This design comes from an exercise in tuning for small area on the open sky130 flow, not from production work.
The RTL was checked by simulation tests, not by an equivalence proof against the original design.
No activity file was given, so power comes from the tool's default toggle rates.

**design.v**
```verilog
package bridge_pkg;
	localparam int clks_per_bit = 16;
	localparam int baud_cnt_w = $clog2(clks_per_bit);
	localparam logic [baud_cnt_w-1:0] baud_last = baud_cnt_w'(clks_per_bit - 1);
	localparam logic [baud_cnt_w-1:0] baud_half = baud_cnt_w'(clks_per_bit / 2 - 1);
	localparam int flash_depth = 256;
	localparam int flash_busy_cycles = 4;
	localparam int busy_cnt_w = $clog2(flash_busy_cycles + 1);
	localparam logic [busy_cnt_w-1:0] busy_last = busy_cnt_w'(flash_busy_cycles);
	localparam logic [7:0] cmd_write = 8'h57;
	localparam logic [7:0] cmd_erase = 8'h45;
	localparam logic [7:0] cmd_read = 8'h52;
	localparam logic [7:0] reply_bad = 8'h3F;
	typedef struct packed {
		logic       cyc;
		logic       stb;
		logic       we;
		logic       erase;
		logic [7:0] adr;
		logic [7:0] dat;
	} wb_m2s_t;
	typedef struct packed {
		logic       ack;
		logic [7:0] dat;
	} wb_s2m_t;
	typedef struct packed {
		logic [7:0] cmd;
		logic [7:0] addr;
		logic [7:0] data;
	} frame_t;
endpackage
`timescale 1ns/1ps
module uart_rx (
	input  logic       CLK_50MHZ,
	input  logic       RST,
	input  logic       rxd,
	output logic [7:0] rx_byte,
	output logic       rx_valid
);
	typedef enum logic [1:0] {st_idle, st_start, st_data, st_stop} rx_state_t;
	rx_state_t state;
	logic rx_meta;
	logic rx_sync;
	logic [bridge_pkg::baud_cnt_w-1:0] cnt;
	logic [2:0] bit_idx;
	always_ff @(posedge CLK_50MHZ) begin
		if (RST) begin
			rx_meta <= 1'b1;
			rx_sync <= 1'b1;
		end else begin
			rx_meta <= rxd;
			rx_sync <= rx_meta;
		end
	end
	always_ff @(posedge CLK_50MHZ) begin
		if (RST) begin
			state <= st_idle;
			cnt <= '0;
			bit_idx <= '0;
			rx_valid <= 1'b0;
		end else begin
			rx_valid <= 1'b0;
			case (state)
				st_idle: begin
					cnt <= '0;
					bit_idx <= '0;
					if (!rx_sync)
						state <= st_start;
				end
				st_start: begin
					if (cnt == bridge_pkg::baud_half) begin
						cnt <= '0;
						state <= rx_sync ? st_idle : st_data;
					end else begin
						cnt <= cnt + 1'b1;
					end
				end
				st_data: begin
					if (cnt == bridge_pkg::baud_last) begin
						cnt <= '0;
						rx_byte <= {rx_sync, rx_byte[7:1]};
						bit_idx <= bit_idx + 1'b1;
						if (bit_idx == 3'd7)
							state <= st_stop;
					end else begin
						cnt <= cnt + 1'b1;
					end
				end
				st_stop: begin
					if (cnt == bridge_pkg::baud_last) begin
						cnt <= '0;
						state <= st_idle;
						rx_valid <= rx_sync;
					end else begin
						cnt <= cnt + 1'b1;
					end
				end
				default: state <= st_idle;
			endcase
		end
	end
endmodule
`timescale 1ns/1ps
module uart_tx (
	input  logic       CLK_50MHZ,
	input  logic       RST,
	input  logic [7:0] tx_byte,
	input  logic       tx_start,
	output logic       txd,
	output logic       tx_busy
);
	logic [9:0] shift_q;
	logic [bridge_pkg::baud_cnt_w-1:0] cnt;
	logic [3:0] bit_idx;
	always_ff @(posedge CLK_50MHZ) begin
		if (RST) begin
			shift_q <= '1;
			tx_busy <= 1'b0;
			cnt <= '0;
			bit_idx <= '0;
		end else if (!tx_busy) begin
			if (tx_start) begin
				shift_q <= {1'b1, tx_byte, 1'b0};
				tx_busy <= 1'b1;
				cnt <= '0;
				bit_idx <= '0;
			end
		end else if (cnt == bridge_pkg::baud_last) begin
			cnt <= '0;
			shift_q <= {1'b1, shift_q[9:1]};
			if (bit_idx == 4'd9)
				tx_busy <= 1'b0;
			else
				bit_idx <= bit_idx + 1'b1;
		end else begin
			cnt <= cnt + 1'b1;
		end
	end
	assign txd = shift_q[0];
endmodule
`timescale 1ns/1ps
module uart_flash_bridge (
	input  logic CLK_50MHZ,
	input  logic RST,
	input  logic rs_rxd,
	output logic rs_txd
);
	logic [7:0] rx_byte;
	logic rx_valid;
	logic [7:0] tx_byte;
	logic tx_start;
	logic tx_busy;
	uart_rx uart_rx_inst (
		.CLK_50MHZ(CLK_50MHZ),
		.RST(RST),
		.rxd(rs_rxd),
		.rx_byte(rx_byte),
		.rx_valid(rx_valid)
	);
	uart_tx uart_tx_inst (
		.CLK_50MHZ(CLK_50MHZ),
		.RST(RST),
		.tx_byte(tx_byte),
		.tx_start(tx_start),
		.txd(rs_txd),
		.tx_busy(tx_busy)
	);
	logic [2047:0] ring;
	logic [7:0] pos;
	logic clr;
	localparam logic [1:0] st_cmd = 2'd0, st_addr = 2'd1, st_data = 2'd2, st_match = 2'd3;
	localparam logic [1:0] op_bad = 2'd0, op_read = 2'd1, op_write = 2'd2, op_erase = 2'd3;
	logic [1:0] state;
	logic [1:0] op;
	logic [7:0] addr;
	logic [7:0] head;
	logic [7:0] new_val;
	logic [7:0] tail;
	logic go;
	assign head = ring[7:0];
	assign go = (state == st_match) && !tx_busy && (pos == addr);
	assign new_val = (op == op_erase) ? 8'hFF : (op == op_write) ? (head & rx_byte) : head;
	assign tail = clr ? 8'hFF : go ? new_val : head;
	always_ff @(posedge CLK_50MHZ) begin
		ring <= {tail, ring[2047:8]};
	end
	always_ff @(posedge CLK_50MHZ) begin
		if (RST) begin
			pos <= '0;
			clr <= 1'b1;
		end else begin
			pos <= pos + 1'b1;
			if (pos == 8'hFF)
				clr <= 1'b0;
		end
	end
	always_ff @(posedge CLK_50MHZ) begin
		if (RST) begin
			state <= st_cmd;
		end else begin
			case (state)
				st_cmd: if (rx_valid) state <= st_addr;
				st_addr: if (rx_valid) state <= st_data;
				st_data: if (rx_valid) state <= st_match;
				default: if (go) state <= st_cmd;
			endcase
		end
	end
	always_ff @(posedge CLK_50MHZ) begin
		if (state == st_cmd && rx_valid)
			op <= (rx_byte == bridge_pkg::cmd_write) ? op_write :
				(rx_byte == bridge_pkg::cmd_erase) ? op_erase :
				(rx_byte == bridge_pkg::cmd_read) ? op_read : op_bad;
		if (state == st_addr && rx_valid)
			addr <= rx_byte;
	end
	assign tx_start = (state == st_data) ? rx_valid : go;
	assign tx_byte = (state == st_data) ? addr : (op == op_bad) ? bridge_pkg::reply_bad : new_val;
endmodule
```
**run.sh**
```bash
#!/bin/bash
# synth_recipe.tcl (not shown) runs the flow's synth.tcl, then flattens the netlist and writes it again
# the make line also repeats each setting of config.mk as NAME=value (left out here)
make -C /OpenROAD-flow-scripts/flow DESIGN_CONFIG=/design/flow/config.mk WORK_HOME=/design/flow/orfs CLKGATE_MAP_FILE= SYNTH_SCRIPT=/design/flow/synth_recipe.tcl finish
```
**config.mk**
```make
export PLATFORM = sky130hd
export DESIGN_NAME = uart_flash_bridge
export DESIGN_NICKNAME = uart_flash_bridge
export VERILOG_FILES = /design/flow/design.v
export SDC_FILE = /design/flow/constraint.sdc
export NUM_CORES = 4
export LEC_CHECK = 0
export CAP_MARGIN = 20
export CORE_MARGIN = 2
export CORE_UTILIZATION = 40
export SLEW_MARGIN = 20
```
**constraint.sdc**
```tcl
create_clock -name core_clock -period 20.0 [get_ports {CLK_50MHZ}]
set_input_delay 4.0000 -clock core_clock [delete_from_list [all_inputs] [get_ports {CLK_50MHZ}]]
set_output_delay 4.0000 -clock core_clock [all_outputs]
set_load 0.01 [all_outputs]
```
==> key figures, run 1 <==
Timing
  – # setup viols final: 0
  – Max frequency: 177.3 MHz
  – Final period util: 28.20%
  – Setup_tns: 0 ns
  – Post-layout min period: 5.639 ns
  – Slew @ Worst Pin: 1.027 ns
  – Rel. slew slack: 31.04%
  – Post-route setup slack: 14.36 ns
  – Skew final: 0.02056 ns
  – Max-slew violations: 0
  – Final Hold Viols: 0
  – RSZ-0062 raised after global routing: no

Cells and area
  – Post-layout net count: 2537
  – Share of post-route cells with drive strength above 1: 11.14%
  – Fin util: 47.59%
  – Area delta synth->final: 17.99%
  – ANT cells: 0
  – Final Instance Area: 51800 um^2

CTS
  – Cts hold-fix bufs: 0
  – Clock transition at path regs: 0.06 ns
  – Post-cts sizing count: 0
  – H-tree depth: 4
  – CTS buffer count: 177
  – Worst skew pair latency: 0.74 ns
  – CTS tree: built
  – Postcts setup bufs: 0
  – Clk root buf: clkbuf_16
  – Clk buf depth: 3
  – # clock sinks: 2107

Worst setup path
  – Setup CP Type: reg2out
  – Worst R2R Start: uart_tx_inst.tx_busy
  – CP Capture Type: primary output
  – Worst Setup SP: uart_tx_inst.shift_q[0]
  – Crit-path max FO: 2
  – Critical Path End: rs_txd
  – Slowest CP cell: clkdlybuf4s50_1
  – CP cell instances: clkdlybuf4s50_1
  – Buffer and inverter count on the worst path: 1
  – Worst Path Arrival: 1.64 ns
  – Crit start category: flip-flop
  – Critical Path Stages: 1
  – Reg2Reg Depth: 5
  – Slowest stage delay, CP: 0.58 ns
  – Worst R2R Setup Slack: 17.67 ns
  – Kind of cell adding the most delay to the critical path: buffers and inverters
  – Data required, critical path: 16.00 ns
  – Reg2reg end: uart_tx_inst.shift_q[3]

Floorplan
  – Die X-Extent: 335.3 um
  – Area of the core: 108900 um^2
  – Boundary pin count: 4
  – Die Y: 335.3 um
  – Die area: 112400 um^2
  – Initial Util: 40.33%
  – Row Count: 121

Drt
  – Final WL: 46.58 mm
  – Wire per inst: 11.41 um
  – Initial DRC count: 784
  – Drt via density: 3.780
  – Drt drc: 0
  – TritonRoute pass-1 iters: 5
  – ANT nets after route: 0
  – Vias: 15430

Global routing
  – Total Routing Usage GR: 8.652%
  – GRT overflow: 0
  – Maximum number of pins on one net before global-route repair: 48
  – First-pass GRT wire length: 81.19 mm
  – Vias in the first global route: 16350
  – Initial antenna violation count: 0

Min path
  – Hold crit path type: reg2reg
  – WHS Path Cells: 0

Place
  – GP Congestion: 0.7243
  – Detailed Place HPWL: 21.55 mm
  – Post-Place Cell Area: 45660 um^2
  – IO Port Bufs: 3
  – Post-placement setup slack: 13.92 ns

Logic synthesis
  – Count leader, synth: dfxtp_1
  – Netlist cell types: 54
  – Area contributors post-synth: dfxtp_1 95%, edfxtp_1 1.2%, o21ai_0 0.33%
  – Sequential area share after synthesis: 96.49%
  – Post-synthesis net count: 2366
  – Synthesized area: 43900 um^2
  – Top cell type's share of synthesized area: 95.26%
  – Synth area leader: dfxtp_1
  – Async set or reset register ratio after synthesis: 0%
  – Top cells by count, synth: 2089 x dfxtp_1, 32 x nor2_1, 29 x o21ai_0
  – Ys Warns: 3
  – Post-synthesis cell count: 2352
  – Number of synthesized flops with an enable pin: 18
  – #FFs+latches synth: 2107
  – Avg Cell Area, Syn: 18.67 um^2
  – Synth Flop Type: dfxtp_1

Power and ir drop
  – Worst VDD drop: 0.1085 mV
  – Final Power: 7.691 mW
  – LEAKAGE: 20.58 nW
  – PD cells: 148.5 nW/um^2

Flow run
  – MaxCap Viol Count: 0

Outcome
  – Run status: finished clean
## cell type report
type / instances / area (um^2)
timing repair buffer: 4 / 37.54
clock buffer: 258 / 5230
inverter: 18 / 67.56
sequential: 2107 / 42360
multi-input combinational: 215 / 1420
fill: 8872 / 57050
clock inverter: 65 / 913.4
tap: 1414 / 1769
## power breakdown
part | internal, mW | switching [mW]
Clock | 2.07 | 1.41
Sequential | 4.20 | 0.00185
Combinational | 0.00295 | 0.00384
## state kept, by name (all words and copies together) (netlist names), named ones only
register	flops
ring	2048
uart_tx_inst.shift_q	9
addr	8
pos	8
uart_rx_inst.rx_byte	8
uart_rx_inst.cnt	4
uart_tx_inst.bit_idx	4
uart_tx_inst.cnt	4
uart_rx_inst.bit_idx	3
op	2
state	2
clr	1
uart_rx_inst.rx_meta	1
uart_rx_inst.rx_sync	1
uart_rx_inst.rx_valid	1
uart_rx_inst.state	1
uart_tx_inst.tx_busy	1
## kinds of logic (layout without fill, tap and decap cells)
| kind of cell | after synthesis | after routing | synth area share [%] |
|---|---|---|---|
| adder cells (fa/ha/maj) | 11 | 11 | 0.3135 |
| buffers and inverters | 30 | 345 | 0.2764 |
| AND/OR/NAND/NOR | 100 | 100 | 1.197 |
| multiplexers | 2 | 2 | 0.04845 |
| XOR/XNOR | 18 | 18 | 0.3591 |
| flip-flops | 2107 | 2107 | 96.49 |
| AO/OA/AOI/OAI | 84 | 84 | 1.317 |
## worst min-delay path by stage
stage                     slack [ns]          to        from
after global placement          0.31   ring[858]   ring[866]
after CTS                       0.30     ring[8]    ring[16]
final                           0.31    ring[71]    ring[79]
after global routing            0.30     ring[8]    ring[16]
after floorplan                 0.31     ring[0]     ring[8]
after detailed placement        0.31  ring[1295]  ring[1303]
## stage by stage
| step | hold WS (ns) | cells |
|---|---|---|
| after floorplan | 0.3096 | 2352 |
| after global placement | 0.3114 | 3758 |
| after detailed placement | 0.3121 | 3758 |
| after CTS | 0.2986 | 4081 |
| after global routing | 0.3046 | 4081 |
| final | 0.3078 | 4081 |
## metal layers
metal	global-route usage, %	up-vias	share of wire [%]
met4	4.494	0	3.3
met1	12.34	7217	53
met5	0	-	0
li1	-	7762	-
met3	2.939	157	5.5
met2	11.52	290	38
## cells in the final DEF (no fill, tap or decap), types with 3 or more instances in the layout
cell	n
nand3_1	9
and2_1	7
xor2_1	14
nand3b_1	3
clkinvlp_4	5
a221o_1	7
clkbuf_16	182
a21o_1	7
ha_1	11
clkinv_2	29
nor2_1	32
clkbuf_8	39
bufinv_16	19
edfxtp_1	18
a22oi_1	3
a21oi_1	14
clkbuf_1	37
o32ai_1	3
clkdlybuf4s50_1	3
dfxtp_1	2089
nand2_1	15
o21ai_0	29
nor3_1	8
inv_1	17
nand2b_1	8
xnor2_1	4
inv_6	5
==> run 2: changes to the inputs <==
==> design.v (replaced) <==
package bridge_pkg;
	localparam int clks_per_bit = 16;
	localparam int baud_cnt_w = $clog2(clks_per_bit);
	localparam logic [baud_cnt_w-1:0] baud_last = baud_cnt_w'(clks_per_bit - 1);
	localparam logic [baud_cnt_w-1:0] baud_half = baud_cnt_w'(clks_per_bit / 2 - 1);
	localparam int flash_depth = 256;
	localparam int flash_busy_cycles = 4;
	localparam int busy_cnt_w = $clog2(flash_busy_cycles + 1);
	localparam logic [busy_cnt_w-1:0] busy_last = busy_cnt_w'(flash_busy_cycles);
	localparam logic [7:0] cmd_write = 8'h57;
	localparam logic [7:0] cmd_erase = 8'h45;
	localparam logic [7:0] cmd_read = 8'h52;
	localparam logic [7:0] reply_bad = 8'h3F;
	typedef struct packed {
		logic       cyc;
		logic       stb;
		logic       we;
		logic       erase;
		logic [7:0] adr;
		logic [7:0] dat;
	} wb_m2s_t;
	typedef struct packed {
		logic       ack;
		logic [7:0] dat;
	} wb_s2m_t;
	typedef struct packed {
		logic [7:0] cmd;
		logic [7:0] addr;
		logic [7:0] data;
	} frame_t;
endpackage
`timescale 1ns/1ps
module uart_flash_bridge (
	input  logic CLK_50MHZ,
	input  logic RST,
	input  logic rs_rxd,
	output logic rs_txd
);
	localparam logic [1:0] op_bad = 2'd0, op_read = 2'd1, op_write = 2'd2, op_erase = 2'd3;
	logic rx_meta;
	logic rx_sync;
	logic [2047:0] ring;
	logic [7:0] pos;
	logic clr;
	logic tick;
	logic [1:0] fb;
	logic [4:0] bc;
	logic [1:0] op;
	logic [7:0] addr;
	logic [7:0] rxsh;
	logic replying;
	logic go;
	logic [7:0] head;
	logic [7:0] new_val;
	logic [7:0] tail;
	logic [15:0] tx_bits;
	assign tick = (pos[3:0] == 4'hF);
	assign replying = (fb == 2'd3);
	assign head = ring[7:0];
	assign go = replying && (bc == 5'd0) && (pos == addr);
	assign new_val = (op == op_erase) ? 8'hFF : (op == op_write) ? (head & rxsh) : head;
	assign tail = clr ? 8'hFF : go ? new_val : head;
	always_ff @(posedge CLK_50MHZ) begin
		if (RST) begin
			rx_meta <= 1'b1;
			rx_sync <= 1'b1;
		end else begin
			rx_meta <= rs_rxd;
			rx_sync <= rx_meta;
		end
	end
	always_ff @(posedge CLK_50MHZ) begin
		ring <= {tail, ring[2047:8]};
	end
	always_ff @(posedge CLK_50MHZ) begin
		if (RST) begin
			pos <= '0;
			clr <= 1'b1;
		end else begin
			pos <= pos + 1'b1;
			if (pos == 8'hFF)
				clr <= 1'b0;
		end
	end
	always_ff @(posedge CLK_50MHZ) begin
		if (RST) begin
			fb <= 2'd0;
			bc <= 5'd0;
		end else if (replying) begin
			if (go)
				bc <= 5'd6;
			else if (tick && bc != 5'd0) begin
				bc <= bc + 1'b1;
				if (bc == 5'd31)
					fb <= 2'd0;
			end
		end else if (tick) begin
			if (bc == 5'd0) begin
				if (!rx_sync)
					bc <= 5'd8;
			end else if (bc == 5'd16) begin
				bc <= 5'd0;
				if (rx_sync)
					fb <= fb + 1'b1;
			end else begin
				bc <= bc + 1'b1;
			end
		end
	end
	always_ff @(posedge CLK_50MHZ) begin
		if (go)
			rxsh <= (op == op_bad) ? bridge_pkg::reply_bad : new_val;
		else if (!replying && tick && bc[4:3] == 2'b01)
			rxsh <= {rx_sync, rxsh[7:1]};
	end
	always_ff @(posedge CLK_50MHZ) begin
		if (!replying && tick && bc == 5'd16 && rx_sync) begin
			if (fb == 2'd0)
				op <= (rxsh == bridge_pkg::cmd_write) ? op_write :
					(rxsh == bridge_pkg::cmd_erase) ? op_erase :
					(rxsh == bridge_pkg::cmd_read) ? op_read : op_bad;
			if (fb == 2'd1)
				addr <= rxsh;
		end
	end
	assign tx_bits = {rxsh, addr};
	assign rs_txd = !replying || (bc[3] ? tx_bits[{bc[4], bc[2:0]}] : (bc[2:0] != 3'd7));
endmodule
==> key figures, run 2 <==
Drt
  – Drt via density: 3.756 (-0.63%)
  – Initial DRC count: 671 (-14%)
  – Final WL: 45.20 mm (-3.0%)
  – TritonRoute pass-1 iters: 5 (unchanged)
  – Drt drc: 0 (unchanged)
  – ANT nets after route: 0 (unchanged)
  – Wire per inst: 11.38 um (-0.33%)
  – Vias: 14920 (-3.3%)

Worst setup path
  – Reg2reg end: rxsh[6]
  – Worst Setup SP: bc[0]
  – Worst Path Arrival: 3.04 ns (+1.40 ns)
  – Data required, critical path: 16.00 ns (about the same)
  – Worst R2R Setup Slack: 16.95 ns (-0.72 ns)
  – Worst R2R Start: bc[0]
  – Setup CP Type: reg2out
  – Reg2Reg Depth: 7 (+2)
  – Crit-path max FO: 8 (+6)
  – CP Capture Type: primary output
  – Crit start category: flip-flop
  – Critical Path End: rs_txd

Timing
  – RSZ-0062 raised after global routing: no
  – Final Hold Viols: 0 (unchanged)
  – # setup viols final: 0 (unchanged)
  – Post-layout min period: 7.038 ns (+1.399 ns)
  – Slew @ Worst Pin: 0.7296 ns (-0.2969 ns)
  – Max-slew violations: 0 (unchanged)
  – Final hold slack: 0.3126 ns (+0.004801 ns)
  – Skew final: 0.01896 ns (-0.001594 ns)
  – Setup_tns: 0 ns (unchanged)
  – Rel. slew slack: 50.10% (+19 points)
  – Final period util: 35.19% (+7.0 points)
  – Max frequency: 142.1 MHz (-20%)

Floorplan
  – Area of the core: 107100 um^2 (-1.7%)
  – Initial Util: 40.30% (about the same)
  – Die Y: 332.4 um (-0.86%)
  – Boundary pin count: 4 (unchanged)
  – Die X-Extent: 332.4 um (-0.86%)
  – Row Count: 120 (-0.83%)
  – Die area: 110500 um^2 (-1.7%)

Logic synthesis
  – Post-synthesis cell count: 2258 (-4.0%)
  – Post-synthesis net count: 2269 (-4.1%)
  – Count leader, synth: dfxtp_1
  – Synth area leader: dfxtp_1
  – Top cells by count, synth: 2066 x dfxtp_1, 22 x nand2_1, 18 x edfxtp_1
  – Ys Warns: 1 (-2)
  – Top cell type's share of synthesized area: 95.88% (+0.62 points)
  – Number of synthesized flops with an enable pin: 18 (unchanged)
  – #FFs+latches synth: 2084 (-1.1%)
  – Async set or reset register ratio after synthesis: 0% (unchanged)
  – Avg Cell Area, Syn: 19.10 um^2 (+2.3%)
  – Area contributors post-synth: dfxtp_1 96%, edfxtp_1 1.3%, mux4_2 0.26%
  – Netlist cell types: 49 (-9.3%)
  – Synth Flop Type: dfxtp_1
  – Sequential area share after synthesis: 97.13% (+0.64 points)
  – Synthesized area: 43140 um^2 (-1.7%)

CTS
  – Clk buf depth: 3 (unchanged)
  – Clock transition at path regs: 0.06 ns (about the same)
  – CTS buffer count: 179 (+1.1%)
  – H-tree depth: 4 (unchanged)
  – Clk root buf: clkbuf_16
  – Postcts setup bufs: 0 (unchanged)
  – # clock sinks: 2084 (-1.1%)
  – Worst skew pair latency: 0.73 ns (about the same)
  – CTS tree: built
  – Cts hold-fix bufs: 0 (unchanged)
  – Post-cts sizing count: 0 (unchanged)

Global routing
  – Vias in the first global route: 15660 (-4.2%)
  – Maximum number of pins on one net before global-route repair: 21 (-56%)
  – Total Routing Usage GR: 8.521% (-0.13 points)
  – First-pass GRT wire length: 78.43 mm (-3.4%)
  – GRT overflow: 0 (unchanged)
  – Initial antenna violation count: 0 (unchanged)

Cells and area
  – Max reg flops: 2048 (unchanged)
  – Share of post-route cells with drive strength above 1: 11.28% (+0.15 points)
  – ANT cells: 0 (unchanged)
  – # fillers: 8726 (-1.6%)
  – Area delta synth->final: 17.93% (about the same)
  – Most frequent cells in the layout: 2066 x dfxtp_1, 185 x clkbuf_16, 46 x clkbuf_1
  – Biggest register: ring
  – Seq. cell area: 41900 um^2 (-1.1%)
  – Multi-input gate area: 1097 um^2 (-23%)
  – Commonest non-fill, non-tap cell in the layout: dfxtp_1
  – Post-layout net count: 2439 (-3.9%)

Min path
  – Hold crit path type: reg2reg

Power and ir drop
  – PD cells: 148.9 nW/um^2 (+0.26%)
  – Worst VDD drop: 0.06794 mV (-37%)
  – LEAKAGE: 20.17 nW (-2.0%)

Place
  – Detailed Place HPWL: 20.32 mm (-5.7%)
  – GP Congestion: 0.7812 (+7.9%)
  – IO Port Bufs: 3 (unchanged)

Outcome
  – Run status: finished clean

Flow run
  – MaxCap Viol Count: 0 (unchanged)
-- run 2: worst max-delay path, stage by stage, from the launching register on --
cell and delay, ns:
dfxtp_1 0.55, mux4_2 0.58, mux4_2 0.48, nand2_1 0.08, o211ai_1 0.10, clkdlybuf4s50_1 0.51
-- run 2: metrics by stage --
stage	power [mW]	cells	worst slack, ns	instance area, um^2	util [%]
2_1_floorplan	4.251	2258	14.23	43140	-
3_3_place_gp	4.252	3650	13.75	44840	41.89
3_5_place_dp	4.253	3650	13.72	44840	41.89
4_1_cts	7.682	3973	12.89	50870	47.52
5_1_grt	7.851	3973	12.85	50870	47.52
6_report	7.573	3973	12.96	50870	47.52
-- run 2: cell type report --
type                       count  share of cell area [%]
clock inverter                61                   1.579
clock buffer                 262                   10.28
sequential                  2084                   82.37
inverter                      13                 0.09592
multi-input combinational    146                   2.157
timing repair buffer           4                 0.07379
tap                         1403                   3.451
-- run 2: per-layer routing --
layer  part of all wire [%]  track usage (%)  routed length, um
met1                     52            12.10              23550
met2                     38            11.02              17170
met3                    5.7            2.863               2586
met4                    4.2            5.329               1893
met5                      0                0                  0
-- run 2: worst min-delay path by stage --
| stage | startpoint | end | slack, ns | cells after the start |
|---|---|---|---|---|
| finish | ring[886] | ring[878] | 0.31 | 0 |
| global route | ring[886] | ring[878] | 0.32 | 0 |
| CTS | ring[854] | ring[846] | 0.31 | 0 |
| detailed placement | ring[1069] | ring[1061] | 0.31 | 0 |
| global placement | ring[288] | ring[280] | 0.31 | 0 |
| floorplan | ring[8] | ring[0] | 0.31 | 0 |
-- run 2: power breakdown --
group | internal, mW | switching, mW | total, mW
Combinational | 0.00144 | 0.00178 | 0.00322
Sequential | 4.16 | 0.00107 | 4.16
Clock | 2.02 | 1.40 | 3.41
-- run 2: cells by family after synthesis --
kind of cell | synth area share (%)
fa+ha+maj | 0.2320
simple gates | 0.7889
mux | 0.5221
flops | 97.13
compound gates | 0.6555
buf+inv | 0.3248
xor+xnor | 0.3452
==> run 3: changes to the inputs <==
--- a/config.mk
+++ b/config.mk
@@ -10,2 +10,5 @@
 export CORE_UTILIZATION = 40
+export CTS_BUF_LIST = sky130_fd_sc_hd__clkbuf_4
+export CTS_CLUSTER_DIAMETER = 40
+export CTS_CLUSTER_SIZE = 12
 export SLEW_MARGIN = 20
==> key figures, run 3 <==
Logic synthesis
  – Count leader, synth: dfxtp_1
  – Top cell type's share of synthesized area: 95.88% (unchanged)
  – Compound-Gate Fraction of Synth Area: 0.6555% (unchanged)
  – Synth Flop Type: dfxtp_1
  – Post-synthesis cell count: 2258 (unchanged)
  – Area contributors post-synth: dfxtp_1 96%, edfxtp_1 1.3%, mux4_2 0.26%
  – Number of synthesized flops with an enable pin: 18 (unchanged)
  – Post-Synth Adder-Cell Area: 0.2320% (unchanged)
  – Sequential area share after synthesis: 97.13% (unchanged)
  – Top cells by count, synth: 2066 x dfxtp_1, 22 x nand2_1, 18 x edfxtp_1
  – Ys Warns: 1 (unchanged)
  – Post-synthesis mux area share: 0.5221% (unchanged)
  – Post-synthesis net count: 2269 (unchanged)
  – Async set or reset register ratio after synthesis: 0% (unchanged)
  – Netlist cell types: 49 (unchanged)
  – Largest family of logic cells by synthesized area: simple AND/OR/NAND/NOR gates
  – Synth area leader: dfxtp_1
  – Simple-Gate Fraction of Synth Area: 0.7889% (unchanged)
  – #FFs+latches synth: 2084 (unchanged)
  – Synth Area in XOR/XNOR: 0.3452% (unchanged)
  – Avg Cell Area, Syn: 19.10 um^2 (unchanged)
  – Synthesized area: 43140 um^2 (unchanged)

Min path
  – WHS Endpoint: ring[923]
  – WHS Path Cells: 0 (unchanged)
  – Hold path start: ring[931]
  – Hold crit path type: reg2reg

Place
  – Inst Count DP: 3650 (unchanged)
  – Detailed Place HPWL: 20.32 mm (unchanged)
  – GP Congestion: 0.7812 (unchanged)
  – IO Port Bufs: 3 (unchanged)

CTS
  – H-tree depth: 4 (unchanged)
  – Cts hold-fix bufs: 0 (unchanged)
  – Worst skew pair latency: 1.07 ns (+0.34 ns)
  – CTS buffer count: 201 (+12%)
  – # clock sinks: 2084 (unchanged)
  – CTS tree: built
  – Clock transition at path regs: 0.11 ns (+0.05 ns)
  – Postcts setup bufs: 0 (unchanged)
  – Post-cts sizing count: 0 (unchanged)
  – Clk root buf: clkbuf_4
  – Clk buf depth: 3 (unchanged)

Drt
  – Wire per inst: 11.35 um (-0.23%)
  – Drt drc: 0 (unchanged)
  – Drt via density: 3.807 (+1.4%)
  – Vias: 14860 (-0.40%)
  – TritonRoute pass-1 iters: 6 (+1)
  – Final WL: 44.31 mm (-2.0%)
  – Initial DRC count: 652 (-2.8%)
  – ANT nets after route: 0 (unchanged)

Timing
  – Slew @ Worst Pin: 0.7405 ns (+0.01083 ns)
  – Max-slew violations: 0 (unchanged)
  – Rel. slew slack: 49.36% (-0.74 points)
  – Final period util: 36.83% (+1.6 points)
  – # setup viols final: 0 (unchanged)
  – Final Hold Viols: 0 (unchanged)
  – Final hold slack: 0.2887 ns (-0.02390 ns)
  – Max frequency: 135.8 MHz (-4.4%)
  – RSZ-0062 raised after global routing: no
  – Setup_tns: 0 ns (unchanged)
  – Skew final: 0.05675 ns (+0.03779 ns)
  – Post-layout min period: 7.365 ns (+0.3272 ns)

Cells and area
  – Share of post-route cells with drive strength above 1: 10.23% (-1.1 points)
  – Most frequent cells in the layout: 2066 x dfxtp_1, 210 x clkbuf_4, 22 x nand2_1
  – Fin util: 43.80% (-3.7 points)
  – Area delta synth->final: 8.701%
  – Commonest non-fill, non-tap cell in the layout: dfxtp_1
  – Post-layout net count: 2461 (+0.90%)
  – Biggest register: ring
  – Max reg flops: 2048 (unchanged)
  – # fillers: 9150 (+4.9%)
  – Seq. cell area: 41900 um^2 (unchanged)
  – Multi-input gate area: 1097 um^2 (unchanged)
  – Non-filler cells, final: 3904 (-1.7%)

Worst setup path
  – Crit start category: flip-flop
  – Setup CP Type: reg2out
  – CP Capture Type: primary output
  – Reg2reg end: rxsh[6]
  – Worst R2R Start: bc[0]
  – Worst Path Arrival: 3.37 ns (+0.33 ns)
  – Data required, critical path: 16.00 ns (about the same)
  – Reg2Reg Depth: 7 (unchanged)
  – Crit-path max FO: 8 (unchanged)
  – Worst R2R Setup Slack: 16.95 ns (about the same)

Global routing
  – Initial antenna violation count: 2 (+2)
  – GRT overflow: 0 (unchanged)
  – First-pass GRT wire length: 77.35 mm (-1.4%)
  – Met1 Resource Use GR: 11.92% (-0.18 points)
  – Maximum number of pins on one net before global-route repair: 21 (unchanged)
  – Met3 GRT Util: 3.014% (+0.15 points)
  – Grt met2 use: 10.77% (-0.25 points)
  – Total Routing Usage GR: 8.437% (-0.084 points)
  – Vias in the first global route: 15720 (+0.38%)
  – Busiest grt layer: met1

Power and ir drop
  – Final Power: 5.933 mW (-22%)
  – Worst VDD drop: 0.04232 mV (-38%)
  – LEAKAGE: 18.36 nW (-9.0%)
  – PD cells: 126.5 nW/um^2 (-15%)

Flow run
  – MaxCap Viol Count: 0 (unchanged)

Floorplan
  – Die Y: 332.4 um (unchanged)
  – Die X-Extent: 332.4 um (unchanged)
  – Area of the core: 107100 um^2 (unchanged)
  – Boundary pin count: 4 (unchanged)
  – Initial Util: 40.30% (unchanged)
  – Die area: 110500 um^2 (unchanged)
  – Row Count: 120 (unchanged)

Outcome
  – Run status: finished clean
run 3: per-layer routing:
metal | vias up | share of wire, %
li1 | 7443 | -
met1 | 6857 | 53
met2 | 379 | 37
met3 | 184 | 5.8
met4 | 0 | 4.2
met5 | - | 0
run 3: cell families (layout without fill, tap and decap cells):
family / Yosys count / in the layout
AO/OA/AOI/OAI: 38 / 38
XOR/XNOR: 17 / 17
adder cells (fa/ha/maj): 8 / 8
buffers and inverters: 28 / 262
flip-flops: 2084 / 2084
multiplexers: 16 / 16
other: 0 / 9
AND/OR/NAND/NOR: 67 / 67
run 3: worst max-delay path by stage:
stage	start	to	cells after the start
after global routing	bc[0]	rs_txd	5
after detailed placement	bc[0]	rs_txd	5
after global placement	bc[0]	rs_txd	5
after floorplan	bc[0]	rs_txd	5
after CTS	bc[0]	rs_txd	5
final	bc[0]	rs_txd	5
run 3: cell type report:
cell class                 count  share of cell area, %
antenna                        9                0.04803
clock buffer                 210                  3.362
clock inverter                35                 0.9659
inverter                      13                 0.1041
multi-input combinational    146                  2.340
sequential                  2084                  89.36
tap                         1403                  3.744
timing repair buffer           4                0.08005
run 3: power breakdown:
part           switching, mW  total (mW)  internal [mW]
clock network           1.16        1.77          0.618
logic                0.00181     0.00326        0.00144
registers            0.00106        4.15           4.15
total                   1.16        5.93           4.77
run 3: worst max-delay path, cell delays in order, from the launching register on:
cell	delay, ns
dfxtp_1	0.58
mux4_2	0.58
mux4_2	0.47
nand2_1	0.08
o211ai_1	0.10
clkdlybuf4s50_1	0.51
run 3: metrics by stage:
step	setup slack [ns]	instance area, um^2
after floorplan	14.23	43140
after global placement	13.75	44840
after detailed placement	13.72	44840
after CTS	12.44	46870
after global routing	12.39	46890
final	12.63	46890
==> run 4: changes to the inputs <==
==> flow/run.sh (new file) <==
#!/bin/bash
# Standard layout, with clock tree synthesis given its own arguments: small
# clock buffers in small clusters and no dummy loads.
set -euo pipefail
CTS="-sink_clustering_enable -repair_clock_nets -buf_list sky130_fd_sc_hd__clkbuf_4 -sink_clustering_size 12 -sink_clustering_max_diameter 40 -dont_use_dummy_load"
bash standard.sh "CTS_ARGS=$CTS" finish > standard_flow.log 2>&1
==> standard.sh (new file) <==
#!/bin/bash
# synth_recipe.tcl (not shown) runs the flow's synth.tcl, then flattens the netlist and writes it again
# the make line also repeats each setting of config.mk as NAME=value (left out here)
make -C /OpenROAD-flow-scripts/flow DESIGN_CONFIG=/design/flow/config.mk WORK_HOME=/design/flow/orfs CLKGATE_MAP_FILE= SYNTH_SCRIPT=/design/flow/synth_recipe.tcl "${@:-finish}"
removed: run.sh
==> key figures, run 4 <==
Timing
  – Rel. slew slack: 49.81% (+0.45 points)
  – Final hold slack: 0.2567 ns (-0.03200 ns)
  – Post-layout min period: 7.342 ns (-0.02390 ns)
  – Max-slew violations: 0 (unchanged)
  – Slew @ Worst Pin: 0.7339 ns (-0.006608 ns)
  – Final period util: 36.71% (-0.12 points)
  – Final Hold Viols: 0 (unchanged)
  – RSZ-0062 raised after global routing: no
  – Setup_tns: 0 ns (unchanged)
  – # setup viols final: 0 (unchanged)
  – Max frequency: 136.2 MHz (+0.33%)
  – Skew final: 0.08551 ns (+0.02876 ns)

Logic synthesis
  – Sequential area share after synthesis: 97.13% (unchanged)
  – Ys Warns: 1 (unchanged)
  – #FFs+latches synth: 2084 (unchanged)
  – Synth area leader: dfxtp_1
  – Count leader, synth: dfxtp_1
  – Synth Flop Type: dfxtp_1
  – Synthesized area: 43140 um^2 (unchanged)
  – Async set or reset register ratio after synthesis: 0% (unchanged)
  – Post-synthesis net count: 2269 (unchanged)
  – Top cell type's share of synthesized area: 95.88% (unchanged)
  – Avg Cell Area, Syn: 19.10 um^2 (unchanged)
  – Top cells by count, synth: 2066 x dfxtp_1, 22 x nand2_1, 18 x edfxtp_1
  – Post-synthesis cell count: 2258 (unchanged)
  – Netlist cell types: 49 (unchanged)
  – Number of synthesized flops with an enable pin: 18 (unchanged)
  – Area contributors post-synth: dfxtp_1 96%, edfxtp_1 1.3%, mux4_2 0.26%

CTS
  – Post-cts sizing count: 0 (unchanged)
  – Cts hold-fix bufs: 0 (unchanged)
  – CTS tree: built
  – Postcts setup bufs: 0 (unchanged)
  – Clk root buf: clkbuf_4
  – # clock sinks: 2084 (unchanged)
  – CTS buffer count: 201 (unchanged)
  – Clk buf depth: 3 (unchanged)
  – Clock transition at path regs: 0.10 ns (about the same)
  – Worst skew pair latency: 1.01 ns (-0.06 ns)
  – H-tree depth: 4 (unchanged)

Floorplan
  – Die X-Extent: 332.4 um (unchanged)
  – Row Count: 120 (unchanged)
  – Area of the core: 107100 um^2 (unchanged)
  – Boundary pin count: 4 (unchanged)
  – Die Y: 332.4 um (unchanged)
  – Die area: 110500 um^2 (unchanged)
  – Initial Util: 40.30% (unchanged)

Drt
  – ANT nets after route: 0 (unchanged)
  – Wire per inst: 11.46 um (+0.97%)
  – Drt via density: 3.820 (+0.35%)
  – Vias: 14740 (-0.83%)
  – Drt drc: 0 (unchanged)
  – TritonRoute pass-1 iters: 5 (-1)
  – Initial DRC count: 606 (-7.1%)
  – Final WL: 44.21 mm (-0.22%)

Global routing
  – First-pass GRT wire length: 77.09 mm (-0.34%)
  – GRT overflow: 0 (unchanged)
  – Total Routing Usage GR: 8.412% (-0.024 points)
  – Initial antenna violation count: 2 (unchanged)
  – Vias in the first global route: 15640 (-0.50%)
  – Maximum number of pins on one net before global-route repair: 21 (unchanged)

Worst setup path
  – Setup CP Type: reg2out
  – Worst Path Arrival: 3.34 ns (-0.03 ns)
  – CP Capture Type: primary output
  – Crit start category: flip-flop
  – Data required, critical path: 16.00 ns (about the same)
  – Crit-path max FO: 8 (unchanged)

Power and ir drop
  – Worst VDD drop: 0.04160 mV (-1.7%)
  – LEAKAGE: 18.12 nW (-1.3%)
  – PD cells: 123.4 nW/um^2 (-2.4%)

Cells and area
  – Post-layout net count: 2461 (unchanged)
  – Share of post-route cells with drive strength above 1: 8.742% (-1.5 points)
  – Biggest register: ring
  – Max reg flops: 2048 (unchanged)
  – Most frequent cells in the layout: 2066 x dfxtp_1, 201 x clkbuf_4, 22 x nand2_1
  – Area delta synth->final: 7.483%
  – # fillers: 9171 (+0.23%)
  – Commonest non-fill, non-tap cell in the layout: dfxtp_1

Flow run
  – MaxCap Viol Count: 0 (unchanged)

Place
  – GP Congestion: 0.7812 (unchanged)
  – Detailed Place HPWL: 20.32 mm (unchanged)
  – IO Port Bufs: 3 (unchanged)

Outcome
  – Run status: finished clean

Min path
  – Hold crit path type: reg2reg
## run 4: cell types whose count changed in the layout (fill, tap and decap cells not counted), sizes merged
cell,delta
bufinv,-9
clkbuf,-9
clkinv,-9
inv,-9
clkinvlp,-8
diode,-2
## run 4: power breakdown
group	switching [mW]	total, mW	internal [mW]
Sequential	0.00107	4.15	4.15
Combinational	0.00179	0.00324	0.00144
Clock	1.10	1.57	0.463
Total	1.11	5.72	4.62
## run 4: routing by layer
metal | wire length, um | GRT usage [%]
met4 | 1987 | 5.542
met5 | 0 | 0
met2 | 16360 | 10.68
met1 | 23320 | 11.93
met3 | 2547 | 2.950
## run 4: final timing paths
| check | startpoint | end | slack (ns) | depth (start not counted) |
|---|---|---|---|---|
| worst min register to register | ring[1017] | ring[1009] | 0.26 | 0 |
| worst max-delay path | bc[1] | rs_txd | 12.66 | 5 |
| worst max register to register | bc[0] | rxsh[6] | 16.98 | 7 |
| worst min-delay path | ring[1017] | ring[1009] | 0.26 | 0 |
## run 4: worst max-delay path: stages (launching register included)
cell and delay (ns):
dfxtp_1 0.55, mux4_2 0.57, mux4_2 0.49, nand2_1 0.08, o211ai_1 0.10, clkdlybuf4s50_1 0.51
## run 4: final cells by class
cell class	instances	area, um^2	area share, %
Sequential cell	2084	41900	90.37
Tap cell	1403	1755	3.786
Clock buffer	201	1509	3.254
Multi-Input combinational cell	146	1097	2.367
Inverter	13	48.80	0.1052
Timing Repair Buffer	4	37.54	0.08096
Antenna cell	7	17.52	0.03778
## run 4: kinds of logic after synthesis
group / Yosys count / synth area share, %
flops: 2084 / 97.13
simple gates: 67 / 0.7889
compound gates: 38 / 0.6555
buf+inv: 28 / 0.3248
xor+xnor: 17 / 0.3452
mux: 16 / 0.5221
fa+ha+maj: 8 / 0.2320
## run 4: per-stage QoR
stage,total power [mW],instance area (um^2),setup WS [ns],util (%),std cells
3_3_place_gp,4.252,44840,13.75,41.89,3650
4_1_cts,5.826,46350,12.45,43.29,3851
6_report,5.724,46370,12.66,43.31,3858
5_1_grt,5.992,46370,12.43,43.31,3858
3_5_place_dp,4.253,44840,13.72,41.89,3650
2_1_floorplan,4.251,43140,14.23,-,2258
==> run 5: changes to the inputs <==
--- a/design.v
+++ b/design.v
@@ -55,4 +55,3 @@
 	logic [7:0] tail;
-	logic [15:0] tx_bits;
-	assign tick = (pos[3:0] == 4'hF);
+	assign tick = (pos[3:0] == 4'h8);
 	assign replying = (fb == 2'd3);
@@ -63,9 +62,7 @@
 	always_ff @(posedge CLK_50MHZ) begin
-		if (RST) begin
-			rx_meta <= 1'b1;
+		rx_meta <= rs_rxd;
+		if (RST)
 			rx_sync <= 1'b1;
-		end else begin
-			rx_meta <= rs_rxd;
+		else
 			rx_sync <= rx_meta;
-		end
 	end
@@ -74,2 +71,6 @@
 	end
+	logic [3:0] lo_next;
+	logic [3:0] hi_next;
+	assign lo_next = {pos[2:0], pos[3] ^ pos[0] ^ (pos[2:0] == 3'd0)};
+	assign hi_next = {pos[6:4], pos[7] ^ pos[4] ^ (pos[6:4] == 3'd0)};
 	always_ff @(posedge CLK_50MHZ) begin
@@ -79,4 +80,6 @@
 		end else begin
-			pos <= pos + 1'b1;
-			if (pos == 8'hFF)
+			pos[3:0] <= lo_next;
+			if (tick)
+				pos[7:4] <= hi_next;
+			if (pos == 8'h88)
 				clr <= 1'b0;
@@ -112,3 +115,3 @@
 			rxsh <= (op == op_bad) ? bridge_pkg::reply_bad : new_val;
-		else if (!replying && tick && bc[4:3] == 2'b01)
+		else if (tick && bc[3])
 			rxsh <= {rx_sync, rxsh[7:1]};
@@ -116,13 +119,16 @@
 	always_ff @(posedge CLK_50MHZ) begin
-		if (!replying && tick && bc == 5'd16 && rx_sync) begin
-			if (fb == 2'd0)
-				op <= (rxsh == bridge_pkg::cmd_write) ? op_write :
-					(rxsh == bridge_pkg::cmd_erase) ? op_erase :
-					(rxsh == bridge_pkg::cmd_read) ? op_read : op_bad;
-			if (fb == 2'd1)
-				addr <= rxsh;
+		if (replying) begin
+			if (tick && bc[3])
+				addr <= {rxsh[0], addr[7:1]};
+		end else if (tick && bc == 5'd16 && rx_sync && fb == 2'd1) begin
+			addr <= rxsh;
 		end
 	end
-	assign tx_bits = {rxsh, addr};
-	assign rs_txd = !replying || (bc[3] ? tx_bits[{bc[4], bc[2:0]}] : (bc[2:0] != 3'd7));
+	always_ff @(posedge CLK_50MHZ) begin
+		if (!replying && tick && bc == 5'd16 && rx_sync && fb == 2'd0)
+			op <= (rxsh == bridge_pkg::cmd_write) ? op_write :
+				(rxsh == bridge_pkg::cmd_erase) ? op_erase :
+				(rxsh == bridge_pkg::cmd_read) ? op_read : op_bad;
+	end
+	assign rs_txd = !replying || (bc[3] ? addr[0] : (bc[2:0] != 3'd7));
 endmodule
==> key figures, run 5 <==
Drt
  – Drt drc: 0 (unchanged)
  – Drt via density: 3.803 (-0.46%)
  – Vias: 14680 (-0.41%)
  – Final WL: 42.97 mm (-2.8%)
  – Initial DRC count: 638 (+5.3%)
  – Wire per inst: 11.13 um (-2.9%)
  – TritonRoute pass-1 iters: 4 (-1)
  – ANT nets after route: 0 (unchanged)

Timing
  – Final period util: 33.40% (-3.3 points)
  – Max frequency: 149.7 MHz (+9.9%)
  – Setup_tns: 0 ns (unchanged)
  – Max-slew violations: 0 (unchanged)
  – Post-layout min period: 6.680 ns (-0.6620 ns)
  – Slew @ Worst Pin: 0.7743 ns (+0.04047 ns)
  – Final hold slack: 0.2770 ns (+0.02035 ns)
  – Rel. slew slack: 47.65% (-2.2 points)
  – RSZ-0062 raised after global routing: no
  – Skew final: 0.05771 ns (-0.02780 ns)
  – Final Hold Viols: 0 (unchanged)
  – # setup viols final: 0 (unchanged)

Logic synthesis
  – Synth Flop Type: dfxtp_1
  – Post-synthesis net count: 2273 (+0.18%)
  – Synthesized area: 43090 um^2 (-0.11%)
  – Top cell type's share of synthesized area: 95.98% (+0.11 points)
  – Area contributors post-synth: dfxtp_1 96%, edfxtp_1 1.3%, mux2_2 0.37%
  – Number of synthesized flops with an enable pin: 18 (unchanged)
  – Async set or reset register ratio after synthesis: 0% (unchanged)
  – Avg Cell Area, Syn: 19.04 um^2 (-0.33%)
  – Netlist cell types: 43 (-12%)
  – Count leader, synth: dfxtp_1
  – Ys Warns: 1 (unchanged)
  – Top cells by count, synth: 2066 x dfxtp_1, 31 x nand2_1, 18 x edfxtp_1
  – Synth area leader: dfxtp_1
  – Sequential area share after synthesis: 97.24% (+0.11 points)
  – #FFs+latches synth: 2084 (unchanged)
  – Post-synthesis cell count: 2263 (+0.22%)

Power and ir drop
  – Sw Pwr: 1.094 mW (-1.1%)
  – LEAKAGE: 18.12 nW (about the same)
  – PD cells: 123.1 nW/um^2 (-0.27%)
  – Pint: 4.607 mW (-0.24%)
  – Combinational power share: 0.1% (about the same)
  – Seq pwr share: 73.0% (+0.4 points)
  – Sw frac: 19.19% (-0.13 points)
  – Clock network power share: 27.0% (-0.4 points)
  – Worst VDD drop: 0.05806 mV (+40%)

Floorplan
  – Die Y: 332.2 um (about the same)
  – Die area: 110400 um^2 (-0.11%)
  – Die X-Extent: 332.2 um (about the same)
  – Row Count: 120 (unchanged)
  – Boundary pin count: 4 (unchanged)
  – Area of the core: 106900 um^2 (-0.14%)
  – Initial Util: 40.31% (about the same)

Cells and area
  – Share of post-route cells with drive strength above 1: 8.894% (+0.15 points)
  – Commonest non-fill, non-tap cell in the layout: dfxtp_1
  – Biggest register: ring
  – # fillers: 9227 (+0.61%)
  – Post-layout net count: 2463 (+0.081%)
  – Area delta synth->final: 7.460% (about the same)
  – Most frequent cells in the layout: 2066 x dfxtp_1, 194 x clkbuf_4, 31 x nand2_1
  – Non-filler cells, final: 3860 (+0.052%)
  – Max reg flops: 2048 (unchanged)

CTS
  – # clock sinks: 2084 (unchanged)
  – Clock transition at path regs: 0.12 ns (+0.02 ns)
  – CTS buffer count: 194 (-3.5%)
  – Cts hold-fix bufs: 0 (unchanged)
  – Post-cts sizing count: 0 (unchanged)
  – CTS tree: built
  – Clk buf depth: 3 (unchanged)
  – H-tree depth: 4 (unchanged)
  – Worst skew pair latency: 1.02 ns (about the same)
  – Clk root buf: clkbuf_4
  – Postcts setup bufs: 0 (unchanged)

Outcome
  – Run status: finished clean

Place
  – GP Congestion: 0.8095 (+3.6%)
  – Detailed Place HPWL: 19.75 mm (-2.8%)
  – Inst Count DP: 3660 (+0.27%)
  – IO Port Bufs: 3 (unchanged)

Global routing
  – GRT overflow: 0 (unchanged)
  – Maximum number of pins on one net before global-route repair: 18 (-14%)
  – First-pass GRT wire length: 75.19 mm (-2.5%)
  – Vias in the first global route: 15370 (-1.7%)
  – Initial antenna violation count: 2 (unchanged)
  – Total Routing Usage GR: 8.119% (-0.29 points)

Worst setup path
  – CP Capture Type: primary output
  – Worst Path Arrival: 2.68 ns (-0.66 ns)
  – Data required, critical path: 16.00 ns (about the same)
  – Setup CP Type: reg2out
  – Crit start category: flip-flop
  – Crit-path max FO: 16 (+8)

Min path
  – Hold crit path type: reg2reg

Flow run
  – MaxCap Viol Count: 0 (unchanged)
run 5: cell count changes after synthesis, moves of 4 or more:
cell	delta
mux2_2	+13
a21oi_1	+11
nand2_1	+9
mux2i_1	-7
o22ai_1	-6
mux4_2	-5
xnor2_1	-5
inv_1	-4
nand2b_1	+4
nand3b_1	+4
nor2b_1	+4
run 5: path summary, 6_finish.rpt:
path                  start        end  slack, ns  cells past startpoint
hold / removal    ring[358]  ring[350]       0.28                      0
hold reg to reg   ring[358]  ring[350]       0.28                      0
setup reg to reg      bc[0]    rxsh[2]      17.08                      6
setup / recovery      fb[0]     rs_txd      13.32                      3
run 5: worst max-delay path, cell delays in order, from the launching register on:
cell and delay (ns):
dfxtp_1 0.42, ha_1 0.57, o211ai_1 0.18, clkdlybuf4s50_1 0.52
run 5: per-stage QoR:
step	util, %	setup slack, ns	instance area (um^2)	power [mW]
after global routing	43.31	13.10	46300	5.962
after detailed placement	41.93	14.41	44830	4.258
after CTS	43.29	13.18	46280	5.793
final	43.31	13.32	46300	5.701
after global placement	41.93	14.46	44830	4.258
after floorplan	-	14.79	43090	4.256
run 5: power by group through the flow:
stage,Combinational (mW),Sequential (mW),Clock [mW]
6_report,0.00443,4.16,1.54
5_1_grt,0.00473,4.16,1.79
4_1_cts,0.00432,4.16,1.63
3_5_place_dp,0.00429,4.25,0
3_3_place_gp,0.00401,4.25,0
2_1_floorplan,0.00337,4.25,0
run 5: cell type report:
class	count	area, um^2	area share (%)
clock buffers	194	1456	3.145
repair buffers	3	30.03	0.06485
diodes	6	15.01	0.03243
multi-input cells	161	1114	2.405
flip-flops and latches	2084	41900	90.49
well taps	1403	1755	3.791
inverters	9	33.78	0.07296
run 5: kinds of logic (layout without fill, tap and decap cells):
kind of cell	count (synthesis)	count (layout)	share of synthesized area, %
xor+xnor	9	9	0.1829
mux	16	16	0.4123
fa+ha+maj	7	7	0.2032
buf+inv	18	206	0.1916
flops	2084	2084	97.24
simple gates	87	87	1.089
other cells	0	6	0
compound gates	42	42	0.6824
run 5: per-layer routing:
metal	vias up	GRT usage [%]	share of wire (%)
met3	153	2.674	6.0
li1	7396	-	-
met2	319	10.25	36
met4	0	4.797	3.3
met1	6811	11.89	54
met5	-	0	0
==> run 6: changes to the inputs <==
==> flow/run.sh (replaced) <==
#!/bin/bash
# Standard layout, with clock tree synthesis given its own arguments: 4x
# buffers in clusters of up to 13 flip-flops and no dummy loads.
set -euo pipefail
CTS="-sink_clustering_enable -repair_clock_nets -buf_list sky130_fd_sc_hd__buf_4 -sink_clustering_size 13 -sink_clustering_max_diameter 40 -dont_use_dummy_load"
bash standard.sh "CTS_ARGS=$CTS" finish > standard_flow.log 2>&1
==> key figures, run 6 <==
Outcome
  – Run status: finished clean

Cells and area
  – Biggest register: ring
  – # fillers: 9224 (-0.033%)
  – Max reg flops: 2048 (unchanged)
  – Most frequent cells in the layout: 2066 x dfxtp_1, 183 x buf_4, 31 x nand2_1
  – Commonest non-fill, non-tap cell in the layout: dfxtp_1
  – Non-filler cells, final: 3846 (-0.36%)
  – Area delta synth->final: 7.250%
  – Share of post-route cells with drive strength above 1: 8.484% (-0.41 points)
  – Post-layout net count: 2452 (-0.45%)

Global routing
  – Initial antenna violation count: 2 (unchanged)
  – Vias in the first global route: 15220 (-1.0%)
  – GRT overflow: 0 (unchanged)
  – First-pass GRT wire length: 74.68 mm (-0.68%)
  – Total Routing Usage GR: 8.068% (-0.051 points)
  – Maximum number of pins on one net before global-route repair: 18 (unchanged)

Power and ir drop
  – Sw frac: 19.22% (+0.027 points)
  – PD cells: 123.8 nW/um^2 (+0.58%)
  – Pint: 4.623 mW (+0.35%)
  – Worst VDD drop: 0.07078 mV (+22%)
  – Seq pwr share: 72.6% (-0.4 points)
  – Clock network power share: 27.3% (+0.3 points)
  – Sw Pwr: 1.100 mW (+0.52%)
  – Final Power: 5.722 mW (+0.38%)
  – Combinational power share: 0.1% (about the same)
  – LEAKAGE: 18.11 nW (about the same)

Drt
  – TritonRoute pass-1 iters: 5 (+1)
  – Drt via density: 3.782 (-0.56%)
  – Vias: 14540 (-0.92%)
  – Wire per inst: 11.20 um (+0.66%)
  – Drt drc: 0 (unchanged)
  – Initial DRC count: 724 (+13%)
  – Final WL: 43.09 mm (+0.29%)
  – ANT nets after route: 0 (unchanged)

Logic synthesis
  – Count leader, synth: dfxtp_1
  – Synthesized area: 43090 um^2 (unchanged)
  – Async set or reset register ratio after synthesis: 0% (unchanged)
  – Synth Flop Type: dfxtp_1
  – Netlist cell types: 43 (unchanged)
  – Top cell type's share of synthesized area: 95.98% (unchanged)
  – Ys Warns: 1 (unchanged)
  – Number of synthesized flops with an enable pin: 18 (unchanged)
  – Top cells by count, synth: 2066 x dfxtp_1, 31 x nand2_1, 18 x edfxtp_1
  – Synth area leader: dfxtp_1
  – #FFs+latches synth: 2084 (unchanged)
  – Area contributors post-synth: dfxtp_1 96%, edfxtp_1 1.3%, mux2_2 0.37%
  – Sequential area share after synthesis: 97.24% (unchanged)
  – Avg Cell Area, Syn: 19.04 um^2 (unchanged)
  – Post-synthesis net count: 2273 (unchanged)
  – Post-synthesis cell count: 2263 (unchanged)

CTS
  – CTS buffer count: 183 (-5.7%)
  – CTS tree: built
  – Cts hold-fix bufs: 0 (unchanged)
  – Clock transition at path regs: 0.10 ns (-0.02 ns)
  – Clk root buf: buf_4
  – # clock sinks: 2084 (unchanged)
  – Clk buf depth: 3 (unchanged)
  – Post-cts sizing count: 0 (unchanged)
  – Postcts setup bufs: 0 (unchanged)
  – H-tree depth: 4 (unchanged)
  – Worst skew pair latency: 0.83 ns (-0.19 ns)

Floorplan
  – Die X-Extent: 332.2 um (unchanged)
  – Row Count: 120 (unchanged)
  – Boundary pin count: 4 (unchanged)
  – Die Y: 332.2 um (unchanged)
  – Initial Util: 40.31% (unchanged)
  – Area of the core: 106900 um^2 (unchanged)
  – Die area: 110400 um^2 (unchanged)

Min path
  – Hold crit path type: reg2reg

Place
  – IO Port Bufs: 3 (unchanged)
  – GP Congestion: 0.8095 (unchanged)
  – Inst Count DP: 3660 (unchanged)
  – Post-placement setup slack: 14.41 ns (unchanged)
  – Detailed Place HPWL: 19.75 mm (unchanged)

Timing
  – Rel. slew slack: 48.05% (+0.40 points)
  – Post-route setup slack: 13.48 ns (+0.1598 ns)
  – Max-slew violations: 0 (unchanged)
  – Final period util: 32.60% (-0.80 points)
  – Post-layout min period: 6.520 ns (-0.1598 ns)
  – Max frequency: 153.4 MHz (+2.5%)
  – Final hold slack: 0.2707 ns (-0.006345 ns)
  – Final Hold Viols: 0 (unchanged)
  – Skew final: 0.05579 ns (-0.001919 ns)
  – Setup_tns: 0 ns (unchanged)
  – RSZ-0062 raised after global routing: no
  – # setup viols final: 0 (unchanged)
  – Slew @ Worst Pin: 0.7772 ns (+0.002821 ns)

Worst setup path
  – Data required, critical path: 16.00 ns (about the same)
  – Slowest stage delay, CP: 0.58 ns (about the same)
  – Crit-path max FO: 16 (unchanged)
  – Slowest CP cell: ha_1
  – CP Capture Type: primary output
  – Worst Path Arrival: 2.52 ns (-0.16 ns)
  – Crit start category: flip-flop
  – Setup CP Type: reg2out
  – CP cell instances: ha_1 > o211ai_1 > clkdlybuf4s50_1

Flow run
  – MaxCap Viol Count: 0 (unchanged)
## run 6: final cells by class
cell class / count / area, um^2 / area share [%]
diodes: 3 / 7.507 / 0.01624
clock buffers: 183 / 1374 / 2.973
inverters: 9 / 33.78 / 0.07310
multi-input cells: 161 / 1114 / 2.410
flip-flops and latches: 2084 / 41900 / 90.67
well taps: 1403 / 1755 / 3.798
repair buffers: 3 / 30.03 / 0.06498
## run 6: metrics by stage
| stage | instance area [um^2] | utilization (%) |
|---|---|---|
| floorplan | 43090 | - |
| global placement | 44830 | 41.93 |
| detailed placement | 44830 | 41.93 |
| CTS | 46200 | 43.22 |
| global route | 46210 | 43.23 |
| finish | 46210 | 43.23 |
## run 6: critical path, delay by kind of cell (launching register included)
| kind | cells | cell delay [ns] |
|---|---|---|
| DFF | 1 | 0.41 |
| buffers and inverters | 1 | 0.52 |
| AOI/OAI and AO/OA | 1 | 0.18 |
| adders and majority gates | 1 | 0.58 |
## run 6: worst paths after layout
kind	end	startpoint	slack [ns]	depth (start not counted)
setup / recovery	rs_txd	fb[0]	13.48	3
hold / removal	ring[366]	ring[374]	0.27	0
setup reg to reg	rxsh[2]	bc[0]	17.11	6
hold reg to reg	ring[366]	ring[374]	0.27	0
## run 6: power groups by stage
stage / Combinational [mW] / Clock, mW / Sequential (mW)
6_report: 0.00442 / 1.56 / 4.16
5_1_grt: 0.00472 / 1.81 / 4.16
4_1_cts: 0.00432 / 1.65 / 4.16
3_5_place_dp: 0.00429 / 0 / 4.25
3_3_place_gp: 0.00401 / 0 / 4.25
2_1_floorplan: 0.00337 / 0 / 4.25
## run 6: cell families after synthesis
family / after synthesis / share of synthesized area [%]
buffers and inverters: 18 / 0.1916
AOI/OAI and AO/OA: 42 / 0.6824
xor gates and xnor gates: 9 / 0.1829
adders and majority gates: 7 / 0.2032
muxes: 16 / 0.4123
DFF: 2084 / 97.24
and+or+nand+nor: 87 / 1.089
## run 6: layer usage
metal	GRT usage, %	routed length (um)	up-vias	share of wire (%)
met2	10.23	15610	325	36
met4	4.468	1561	0	3.6
li1	-	-	7294	-
met1	11.78	23340	6776	54
met3	2.843	2578	149	6.0
met5	0	0	-	0
==> run 7: changes to the inputs <==
==> flow/run.sh (replaced) <==
#!/bin/bash
# Standard layout, with clock tree synthesis given its own arguments: 4x
# buffers in clusters of up to 14 flip-flops and no dummy loads.
set -euo pipefail
CTS="-sink_clustering_enable -repair_clock_nets -buf_list sky130_fd_sc_hd__buf_4 -sink_clustering_size 14 -sink_clustering_max_diameter 40 -dont_use_dummy_load"
bash standard.sh "CTS_ARGS=$CTS" finish > standard_flow.log 2>&1
--- a/config.mk
+++ b/config.mk
@@ -10,5 +10,3 @@
 export CORE_UTILIZATION = 40
-export CTS_BUF_LIST = sky130_fd_sc_hd__clkbuf_4
-export CTS_CLUSTER_DIAMETER = 40
-export CTS_CLUSTER_SIZE = 12
+export PLACE_DENSITY = 0.8
 export SLEW_MARGIN = 20
==> key figures, run 7 <==
CTS
  – CTS buffer count: 171 (-6.6%)
  – # clock sinks: 2084 (unchanged)
  – Post-cts sizing count: 0 (unchanged)
  – Clk root buf: buf_4
  – CTS tree: built
  – Worst skew pair latency: 0.88 ns (+0.05 ns)
  – H-tree depth: 4 (unchanged)
  – Postcts setup bufs: 0 (unchanged)
  – Cts hold-fix bufs: 0 (unchanged)
  – Clk buf depth: 3 (unchanged)
  – Clock transition at path regs: 0.11 ns (about the same)

Worst setup path
  – CP Capture Type: primary output
  – Worst R2R Start: bc[0]
  – Slowest CP cell: ha_1
  – Kind of cell adding the most delay to the critical path: adder cells
  – Crit-path max FO: 16 (unchanged)
  – Slowest stage delay, CP: 0.59 ns (about the same)
  – Worst Setup SP: fb[0]
  – Data required, critical path: 16.00 ns (about the same)
  – CP cell instances: ha_1 > o211ai_1 > clkdlybuf4s50_1
  – Worst Path Arrival: 2.52 ns (about the same)
  – Crit start category: flip-flop
  – Setup CP Type: reg2out
  – Buffer and inverter count on the worst path: 1 (unchanged)

Cells and area
  – Area delta synth->final: 7.050%
  – Post-layout net count: 2441 (-0.45%)
  – Commonest non-fill, non-tap cell in the layout: dfxtp_1
  – Share of post-route cells with drive strength above 1: 8.028% (-0.46 points)
  – Multi-input gate area: 1107 um^2 (-0.56%)
  – Most frequent cells in the layout: 2066 x dfxtp_1, 172 x buf_4, 31 x nand2_1
  – Max reg flops: 2048 (unchanged)
  – # fillers: 9121 (-1.1%)
  – Fin util: 43.15% (-0.081 points)
  – Seq. cell area: 41900 um^2 (unchanged)
  – Non-filler cells, final: 3836 (-0.26%)
  – Biggest register: ring

Logic synthesis
  – #FFs+latches synth: 2084 (unchanged)
  – Avg Cell Area, Syn: 19.04 um^2 (unchanged)
  – Area contributors post-synth: dfxtp_1 96%, edfxtp_1 1.3%, mux2_2 0.37%
  – Post-synthesis net count: 2273 (unchanged)
  – Post-synthesis cell count: 2263 (unchanged)
  – Synth area leader: dfxtp_1
  – Top cells by count, synth: 2066 x dfxtp_1, 31 x nand2_1, 18 x edfxtp_1
  – Number of synthesized flops with an enable pin: 18 (unchanged)
  – Synth Flop Type: dfxtp_1
  – Sequential area share after synthesis: 97.24% (unchanged)
  – Netlist cell types: 43 (unchanged)
  – Ys Warns: 1 (unchanged)
  – Async set or reset register ratio after synthesis: 0% (unchanged)
  – Count leader, synth: dfxtp_1
  – Top cell type's share of synthesized area: 95.98% (unchanged)
  – Synthesized area: 43090 um^2 (unchanged)

Timing
  – Final period util: 32.62% (about the same)
  – Skew final: 0.09396 ns (+0.03817 ns)
  – # setup viols final: 0 (unchanged)
  – Final Hold Viols: 0 (unchanged)
  – RSZ-0062 raised after global routing: no
  – Max frequency: 153.3 MHz (about the same)
  – Max-slew violations: 0 (unchanged)
  – Setup_tns: 0 ns (unchanged)
  – Rel. slew slack: 47.53% (-0.52 points)
  – Slew @ Worst Pin: 0.7761 ns (-0.001043 ns)
  – Post-layout min period: 6.523 ns (+0.003300 ns)

Global routing
  – Total Routing Usage GR: 8.067% (about the same)
  – First-pass GRT wire length: 72.98 mm (-2.3%)
  – GRT overflow: 0 (unchanged)
  – Maximum number of pins on one net before global-route repair: 18 (unchanged)
  – Vias in the first global route: 14490 (-4.7%)
  – Initial antenna violation count: 1 (-1)

Floorplan
  – Die X-Extent: 332.2 um (unchanged)
  – Row Count: 120 (unchanged)
  – Die Y: 332.2 um (unchanged)
  – Die area: 110400 um^2 (unchanged)
  – Area of the core: 106900 um^2 (unchanged)
  – Boundary pin count: 4 (unchanged)
  – Initial Util: 40.31% (unchanged)

Min path
  – Hold crit path type: reg2reg
  – Hold path start: ring[441]

Place
  – Detailed Place HPWL: 22.05 mm (+12%)
  – IO Port Bufs: 3 (unchanged)
  – GP Congestion: 0.7051 (-13%)
  – Inst Count DP: 3661 (+0.027%)

Drt
  – Final WL: 43.41 mm (+0.73%)
  – Initial DRC count: 594 (-18%)
  – Wire per inst: 11.32 um (+0.99%)
  – TritonRoute pass-1 iters: 4 (-1)
  – Drt via density: 3.657 (-3.3%)
  – Vias: 14030 (-3.5%)
  – ANT nets after route: 0 (unchanged)
  – Drt drc: 0 (unchanged)

Flow run
  – MaxCap Viol Count: 0 (unchanged)

Power and ir drop
  – PD cells: 123.0 nW/um^2 (-0.65%)
  – LEAKAGE: 18.06 nW (-0.29%)
  – Worst VDD drop: 0.08606 mV (+22%)

Outcome
  – Run status: finished clean
## run 7: cell counts after synthesis
Identical to the previous run, type by type.
## run 7: logic make-up after synthesis
logic type                 after synthesis  share of synthesized area, %
buffers and inverters                   18                        0.1916
and+or+nand+nor                         87                         1.089
adders and majority gates                7                        0.2032
AOI/OAI and AO/OA                       42                        0.6824
DFF                                   2084                         97.24
xor gates and xnor gates                 9                        0.1829
muxes                                   16                        0.4123
## run 7: final cells by class
class	count	area share (%)
Inverter	9	0.07324
Sequential cell	2084	90.83
Multi-Input combinational cell	161	2.401
Antenna cell	4	0.02170
Clock buffer	171	2.783
Timing Repair Buffer	4	0.08137
Tap cell	1403	3.806
## run 7: final timing paths
kind              cells after the start   endpoint  slack (ns)
hold / removal                        0  ring[433]        0.27
setup reg to reg                      6    rxsh[0]       17.15
hold reg to reg                       0  ring[433]        0.27
setup / recovery                      3     rs_txd       13.48
## run 7: stage by stage
stage | total power [mW] | worst slack (ns) | instance area [um^2] | hold slack [ns]
6_report | 5.674 | 13.48 | 46130 | 0.2725
5_1_grt | 5.903 | 13.20 | 46130 | 0.2700
3_5_place_dp | 4.259 | 14.25 | 44830 | 0.3121
4_1_cts | 5.745 | 13.28 | 46120 | 0.2620
2_1_floorplan | 4.256 | 14.79 | 43090 | 0.3096
3_3_place_gp | 4.259 | 14.25 | 44830 | 0.3102
## run 7: where the power goes
group          switching (mW)  internal, mW  leakage (nW)
Combinational         0.00225       0.00203         0.414
Clock                    1.08         0.437         0.822
Sequential            0.00247          4.16          16.8
## run 7: worst register-to-register path, stage by stage, from the launching register on
cell and delay, ns:
dfxtp_1 0.34, inv_1 0.08, ha_1 0.18, or4b_4 0.50
or4_4 0.64, nor3_4 0.47, mux2_2 0.40
## run 7: routing by layer
layer | vias to the layer above | track usage (%) | share of wire (%)
met5 | - | 0 | 0
met4 | 0 | 3.926 | 2.6
met3 | 133 | 2.481 | 4.6
met2 | 194 | 10.26 | 36
met1 | 6433 | 12.22 | 57
li1 | 7270 | - | -

-- static timing again, ports no longer ideal --
The flow's constraints put no driver on any port. The routed layouts listed below were extracted and timed again, unchanged, in two steps. Step 1, drivers: a clkbuf_16 drives CLK_50MHZ and a buf_2 each remaining input, both assumed. Step 2 also shifts input and output timing later by t, the mid clock arrival at the registers, as if the neighbouring blocks saw the same clock. Slacks: no drivers / after step 1 / after step 2; pairs: no drivers / after step 1.
| run | t, ns | setup slack, ns | worst setup path after step 2 | pins driven straight from the clock port |
|---|---|---|---|---|
| run 1 | 0.786 | 14.361 / 14.300 / 13.899 | input to register | 1 |
| run 2 | 0.786 | 12.962 / 12.899 / 13.684 | register to output | 1 |
| run 3 | 1.097 | 12.635 / 12.576 / 13.673 | register to output | 1 |
| run 4 | 1.043 | 12.659 / 12.600 / 13.643 | register to output | 1 |
| run 5 | 1.018 | 13.320 / 13.268 / 14.285 | register to output | 1 |
| run 6 | 0.884 | 13.480 / 13.430 / 14.314 | register to output | 1 |
| run 7 | 0.883 | 13.477 / 13.426 / 14.310 | register to output | 1 |
After both steps setup and hold are still met in every run listed. For run 1, which loses most, drivers alone change the setup slack by -0.061 ns; drivers and shift together by -0.462 ns.
